This design comes from an exercise in tuning for small area on the open sky130 flow, not from production work.
At most, simulation tests tie the RTL to the original design; equivalence was not proved.
No activity file was given, so power comes from the tool's default toggle rates.

== v6 ==
Design fetch_queue, start of the top module:
module fetch_queue
#(
  parameter int unsigned DATA_W  = DEF_DATA_W,
  parameter int unsigned DEPTH   = DEF_DEPTH,
  parameter int unsigned FETCH_W = DEF_FETCH_W,
  parameter int unsigned ISSUE_W = DEF_ISSUE_W
) (
  input  logic                      CLK,
  input  logic                      RESET,
  input  logic                      FREEZE,
  input  logic                      flush,
  input  logic [FETCH_W-1:0]        fq_in_valid,
  input  logic [FETCH_W*DATA_W-1:0] fq_in_instr,
  input  logic [FETCH_W*DATA_W-1:0] fq_in_pc,
  output logic                      fq_in_ready,
  output logic [ISSUE_W-1:0]        fq_out_valid,
  output logic [ISSUE_W*DATA_W-1:0] fq_out_instr,
  output logic [ISSUE_W*DATA_W-1:0] fq_out_pc,
  input  logic [$clog2(ISSUE_W + 1)-1:0] fq_out_take,
  output logic [$clog2(DEPTH + 1)-1:0]   fq_count
);
Size: ~520 flip-flops, about 0.022 mm^2 of cells after synthesis.
clock: 5.0 ns
lec_check: 0
cap_margin: 0
core_margin: 2
core_utilization: 75
slew_margin: 0
synth_hierarchical: 1
synth_minimum_keep_size: 0
standard.sh (not shown) runs the stock make flow with config.mk's settings and CLKGATE_MAP_FILE= SYNTH_SCRIPT=/design/flow/synth_recipe.tcl, a recipe that flattens the netlist after the stock synthesis.
==> flow/flow/run.sh <==
#!/bin/bash
# Standard layout (the standard.sh, synthesis unchanged) with these changes:
#  - buffers that synthesis (ABC) put on high-fanout nets are removed at
#    floorplan, and repair_design rebuffers those nets;
#  - every input and output port gets the smallest buffer, buf_1;
#  - clock tree: clkbuf_8 only, sink clusters of at most 16 within 70 um,
#    no dummy loads.
# All of make's output goes to standard.log; ORFS keeps each step's log
# under orfs/logs/.
export REMOVE_ABC_BUFFERS=1
export BUFFER_PORTS_ARGS="-buffer_cell sky130_fd_sc_hd__buf_1"
export CTS_ARGS="-sink_clustering_enable -repair_clock_nets -dont_use_dummy_load -buf_list sky130_fd_sc_hd__clkbuf_8 -sink_clustering_size 16 -sink_clustering_max_diameter 70"
bash standard.sh > standard.log 2>&1
Relative to v6, the following input files were edited for v7:
-- flow/flow/run.sh --
<<< v6, line 12
export CTS_ARGS="-sink_clustering_enable -repair_clock_nets -dont_use_dummy_load -buf_list sky130_fd_sc_hd__clkbuf_8 -sink_clustering_size 16 -sink_clustering_max_diameter 70"
>>> v7, line 12
export CTS_ARGS="-sink_clustering_enable -repair_clock_nets -dont_use_dummy_load -buf_list {sky130_fd_sc_hd__clkbuf_4 sky130_fd_sc_hd__clkbuf_8} -sink_clustering_size 12 -sink_clustering_max_diameter 60"
- Total of fill cells in the finished design was lower in the run labelled v7.
- Power in combinational cells delta (v7 -> v6): insignificant
- v7 vs. v6: total DRC errors in the routed layout about even, final worst slack fell 3.5 ps.

---

## oak
Another version of the RTL of fetch_queue (not shown whole).
Size in the first run: roughly 1100 cells after synthesis, about 520 flip-flops, about 270 I/O pins.
clock: 5.0 ns
lec_check: 0
cap_margin: 0
core_margin: 2
core_utilization: 40
slew_margin: 0
==> flow/flow/run.sh <==
#!/bin/bash
# Standard layout (the standard.sh) with three changes:
#  - every input and output port gets the smallest buffer, buf_1;
#  - clock tree: clkbuf_8 only, sinks clustered 20 per buffer, no dummy loads.
export BUFFER_PORTS_ARGS="-buffer_cell sky130_fd_sc_hd__buf_1"
export CTS_ARGS="-sink_clustering_enable -repair_clock_nets -dont_use_dummy_load -buf_list sky130_fd_sc_hd__clkbuf_8 -sink_clustering_size 20 -sink_clustering_max_diameter 80"
bash standard.sh > standard.log 2>&1
oak: flow completed, timing, DRC and antenna clean
Setup changes, oak to pine
diff --git a/flow/flow/run.sh b/flow/flow/run.sh
--- a/flow/flow/run.sh
+++ b/flow/flow/run.sh
@@ -2,3 +1,0 @@
-# Standard layout (the standard.sh) with three changes:
-#  - every input and output port gets the smallest buffer, buf_1;
-#  - clock tree: clkbuf_8 only, sinks clustered 20 per buffer, no dummy loads.
## What came out
The combinational group share of total power on oak is in line with that on pine. pine vs. oak: fraction of power consumed by sequential logic level, global-route met1 utilization stayed essentially flat, first-pass GRT wire length neither gained nor lost much. Diff oak..pine | number of CTS-inserted buffers | unchanged. Comparing oak against pine, there is no change at all in cell area after synthesis. Re summed area of non-filler cells in the final layout: no difference whatsoever between oak and pine. Changes observed in pine relative to oak: final critical-path setup slack flat; count of clock buffers in the final design flat; count of cell instances traversed by the critical path flat.

---

fetch_queue, a different RTL version from the one above (not shown whole).
For scale: about 2,000 cells after synthesis, roughly 520 flip-flops.
Design fetch_queue, start of the top module:
module fetch_queue
#(
  parameter int unsigned DATA_W  = DEF_DATA_W,
  parameter int unsigned DEPTH   = DEF_DEPTH,
  parameter int unsigned FETCH_W = DEF_FETCH_W,
  parameter int unsigned ISSUE_W = DEF_ISSUE_W
) (
  input  logic                      CLK,
  input  logic                      RESET,
  input  logic                      FREEZE,
  input  logic                      flush,
  input  logic [FETCH_W-1:0]        fq_in_valid,
  input  logic [FETCH_W*DATA_W-1:0] fq_in_instr,
  input  logic [FETCH_W*DATA_W-1:0] fq_in_pc,
  output logic                      fq_in_ready,
  output logic [ISSUE_W-1:0]        fq_out_valid,
  output logic [ISSUE_W*DATA_W-1:0] fq_out_instr,
  output logic [ISSUE_W*DATA_W-1:0] fq_out_pc,
  input  logic [$clog2(ISSUE_W + 1)-1:0] fq_out_take,
  output logic [$clog2(DEPTH + 1)-1:0]   fq_count
);
clock: 5.0 ns
lec_check: 0
cap_margin: 0
core_margin: 2
core_utilization: 60
gpl_routability_driven: 0
gpl_timing_driven: 0
slew_margin: 0
synth_hierarchical: 1
synth_minimum_keep_size: 0
==> flow/flow/run.sh <==
#!/bin/bash
# Standard layout (the standard.sh) with these changes:
#  - buffers that synthesis (ABC) put on high-fanout nets are removed at
#    floorplan, and repair_design rebuffers those nets;
#  - every input and output port gets the smallest buffer, buf_1;
#  - clock tree: clkbuf_8 only, small sink clusters, no dummy loads.
export REMOVE_ABC_BUFFERS=1
export BUFFER_PORTS_ARGS="-buffer_cell sky130_fd_sc_hd__buf_1"
export CTS_ARGS="-sink_clustering_enable -repair_clock_nets -dont_use_dummy_load -buf_list sky130_fd_sc_hd__clkbuf_16 -sink_clustering_size 30 -sink_clustering_max_diameter 100"
bash standard.sh > standard.log 2>&1
Rerun with:
--- a/flow/flow/run.sh
+++ b/flow/flow/run.sh
@@ -9 +9 @@
-export CTS_ARGS="-sink_clustering_enable -repair_clock_nets -dont_use_dummy_load -buf_list sky130_fd_sc_hd__clkbuf_16 -sink_clustering_size 30 -sink_clustering_max_diameter 100"
+export CTS_ARGS="-sink_clustering_enable -repair_clock_nets -dont_use_dummy_load -buf_list sky130_fd_sc_hd__clkbuf_8 -sink_clustering_size 16 -sink_clustering_max_diameter 60"
--- a/flow/config.mk
+++ b/flow/config.mk
@@ -11,2 +10,0 @@
-export GPL_ROUTABILITY_DRIVEN = 0
-export GPL_TIMING_DRIVEN = 0
=>
- cell area came out lower by 1.8%
- combinational power came out lower by 3.0%
- via count stays flat
- worst hold slack degrades by 0.044 ns
- worst setup slack improves by 0.019 ns
- global-route usage came out higher by 0.18 points
- sequential power barely changes
- synthesized area is unchanged
- non-clock buffer count came out higher by 8
- die area stays the same
Rerun with:
--- a/flow/flow/run.sh
+++ b/flow/flow/run.sh
@@ -9 +9 @@
-export CTS_ARGS="-sink_clustering_enable -repair_clock_nets -dont_use_dummy_load -buf_list sky130_fd_sc_hd__clkbuf_8 -sink_clustering_size 16 -sink_clustering_max_diameter 60"
+export CTS_ARGS="-sink_clustering_enable -repair_clock_nets -dont_use_dummy_load -buf_list sky130_fd_sc_hd__clkbuf_8 -sink_clustering_size 18 -sink_clustering_max_diameter 80"
Effect: Total power came out lower by about 0.6%. Combinational power stays flat. Synthesized cell count does not change. Worst hold slack is worse by 0.045 ns. Design area is about the same. Global-route usage hardly moves. Clock power fell by about 4%. Final cell count hardly moves. Routed wire length increases by 0.37%.

---

## job 101
fetch_queue, a different RTL version from the one above (not shown whole).
Size: ~2000 cells after synthesis, about 520 flip-flops, roughly 270 I/O pins, roughly 22000 um^2 of cells after synthesis.
==> flow/config.mk <==
export PLATFORM = sky130hd
export DESIGN_NAME = fetch_queue
export DESIGN_NICKNAME = fetch_queue
export VERILOG_FILES = /design/flow/design.v
export SDC_FILE = /design/flow/constraint.sdc
export NUM_CORES = 4
export LEC_CHECK = 0
export CAP_MARGIN = 0
export CORE_MARGIN = 2
export CORE_UTILIZATION = 40
export SLEW_MARGIN = 0
export SYNTH_HIERARCHICAL = 1
export SYNTH_MINIMUM_KEEP_SIZE = 0
==> flow/constraint.sdc <==
create_clock -name core_clock -period 5.0 [get_ports {CLK}]
set_input_delay 1.0000 -clock core_clock [delete_from_list [all_inputs] [get_ports {CLK}]]
set_output_delay 1.0000 -clock core_clock [all_outputs]
set_load 0.01 [all_outputs]
==> flow/flow/run.sh <==
#!/bin/bash
# Standard layout (the standard.sh) with these changes:
#  - buffers that synthesis (ABC) put on high-fanout nets are removed at
#    floorplan, and repair_design rebuffers those nets;
#  - every input and output port gets the smallest buffer, buf_1;
#  - clock tree: clkbuf_8 only, small sink clusters, no dummy loads.
export REMOVE_ABC_BUFFERS=1
export BUFFER_PORTS_ARGS="-buffer_cell sky130_fd_sc_hd__buf_1"
export CTS_ARGS="-sink_clustering_enable -repair_clock_nets -dont_use_dummy_load -buf_list sky130_fd_sc_hd__clkbuf_8 -sink_clustering_size 18 -sink_clustering_max_diameter 70"
bash standard.sh > standard.log 2>&1
Job 101 reached the end of the flow, and the finished layout is clean on the timing, DRC and antenna checks.
The inputs of job 102 differ from those of job 101 as listed below.
--- a/flow/flow/run.sh
+++ b/flow/flow/run.sh
@@ -9 +9 @@
-export CTS_ARGS="-sink_clustering_enable -repair_clock_nets -dont_use_dummy_load -buf_list sky130_fd_sc_hd__clkbuf_8 -sink_clustering_size 18 -sink_clustering_max_diameter 70"
+export CTS_ARGS="-sink_clustering_enable -repair_clock_nets -dont_use_dummy_load -buf_list sky130_fd_sc_hd__clkbuf_16 -sink_clustering_size 30 -sink_clustering_max_diameter 60"
### Flow results
- Job 101 → job 102: net count reported at finish roughly the same; clock network contribution to total cell area higher; routed wire length roughly the same.
- Fraction of power spent switching nets in job 102 is 1.7 points lower than in job 101
- When the final numbers for job 102 and job 101 were put side by side, the final critical-path share of the clock period turned out to be smaller in job 102.
- Job 102 gives less sequential share of layout area than job 101 did.
- Relative to job 101, relative contribution of sequential cells to total power has decreased by 2.4 points in job 102.
- Compared with job 101, job 102 has extra setup slack.
- In terms of first-pass GRT wire length, job 102 and job 101 differ only marginally.
- Taking job 101 as the reference, in job 102 post-route cell area has increased; met1 demand-to-capacity share in global routing has remained practically unchanged.
### job 102 -> job 103
--- a/flow/flow/run.sh
+++ b/flow/flow/run.sh
@@ -9 +9 @@
-export CTS_ARGS="-sink_clustering_enable -repair_clock_nets -dont_use_dummy_load -buf_list sky130_fd_sc_hd__clkbuf_16 -sink_clustering_size 30 -sink_clustering_max_diameter 60"
+export CTS_ARGS="-sink_clustering_enable -repair_clock_nets -dont_use_dummy_load -buf_list sky130_fd_sc_hd__clkbuf_8 -sink_clustering_size 16 -sink_clustering_max_diameter 50"
[summary]
[job 103] met3 usage fell 0.37 points relative to job 102
Job 103 vs. job 102: fraction of standard cell area in multi-input logic up 0.43 points; time the final worst path needs with I/O delays and setup up 0.044 ns.
Compared with job 102, in job 103 final worst setup slack fell 0.044 ns; clock-buffer cell count now larger.
Function was not checked in any run of this note: the RTL went through the layout flow alone.

re-timing with driven ports:
Ports are ideal in the flow. The routed layouts listed here were re-timed in OpenROAD. Step 1 sets driving cells, clkbuf_16 on the clock port and buf_2 on the other inputs (assumed; they add their load-dependent delay and slew). Step 2 also shifts input and output timing later by t, the mid clock arrival at the registers, as if the neighbouring blocks saw the same clock. a / b / c = ideal / step 1 / step 2; a / b = the first two.
| run | shift t [ns] | setup WS [ns] | worst setup path after step 2 | worst data-port slew with drivers (ns) |
|---|---|---|---|---|
| v6 | 0.601 | 0.332 / 0.281 / 0.882 | register to output | 0.10 |
| v7 | 0.627 | 0.328 / 0.277 / 0.889 | input to register | 0.10 |
| oak | 0.684 | 0.706 / 0.656 / 0.905 | input to register | 0.07 |
| pine | 0.684 | 0.706 / 0.656 / 0.905 | input to register | 0.07 |
| the first run of note 3 | 0.587 | 0.653 / 0.596 / 1.088 | input to register | 0.10 |
| the second run of note 3 | 0.629 | 0.673 / 0.617 / 1.079 | register to register | 0.10 |
| the third run of note 3 | 0.639 | 0.590 / 0.536 / 1.081 | register to register | 0.12 |
| job 101 | 0.658 | 0.713 / 0.654 / 1.013 | input to register | 0.05 |
| job 102 | 0.611 | 0.745 / 0.684 / 0.966 | input to register | 0.05 |
| job 103 | 0.690 | 0.702 / 0.645 / 0.982 | input to register | 0.05 |
After both steps setup and hold are still met in every run listed.
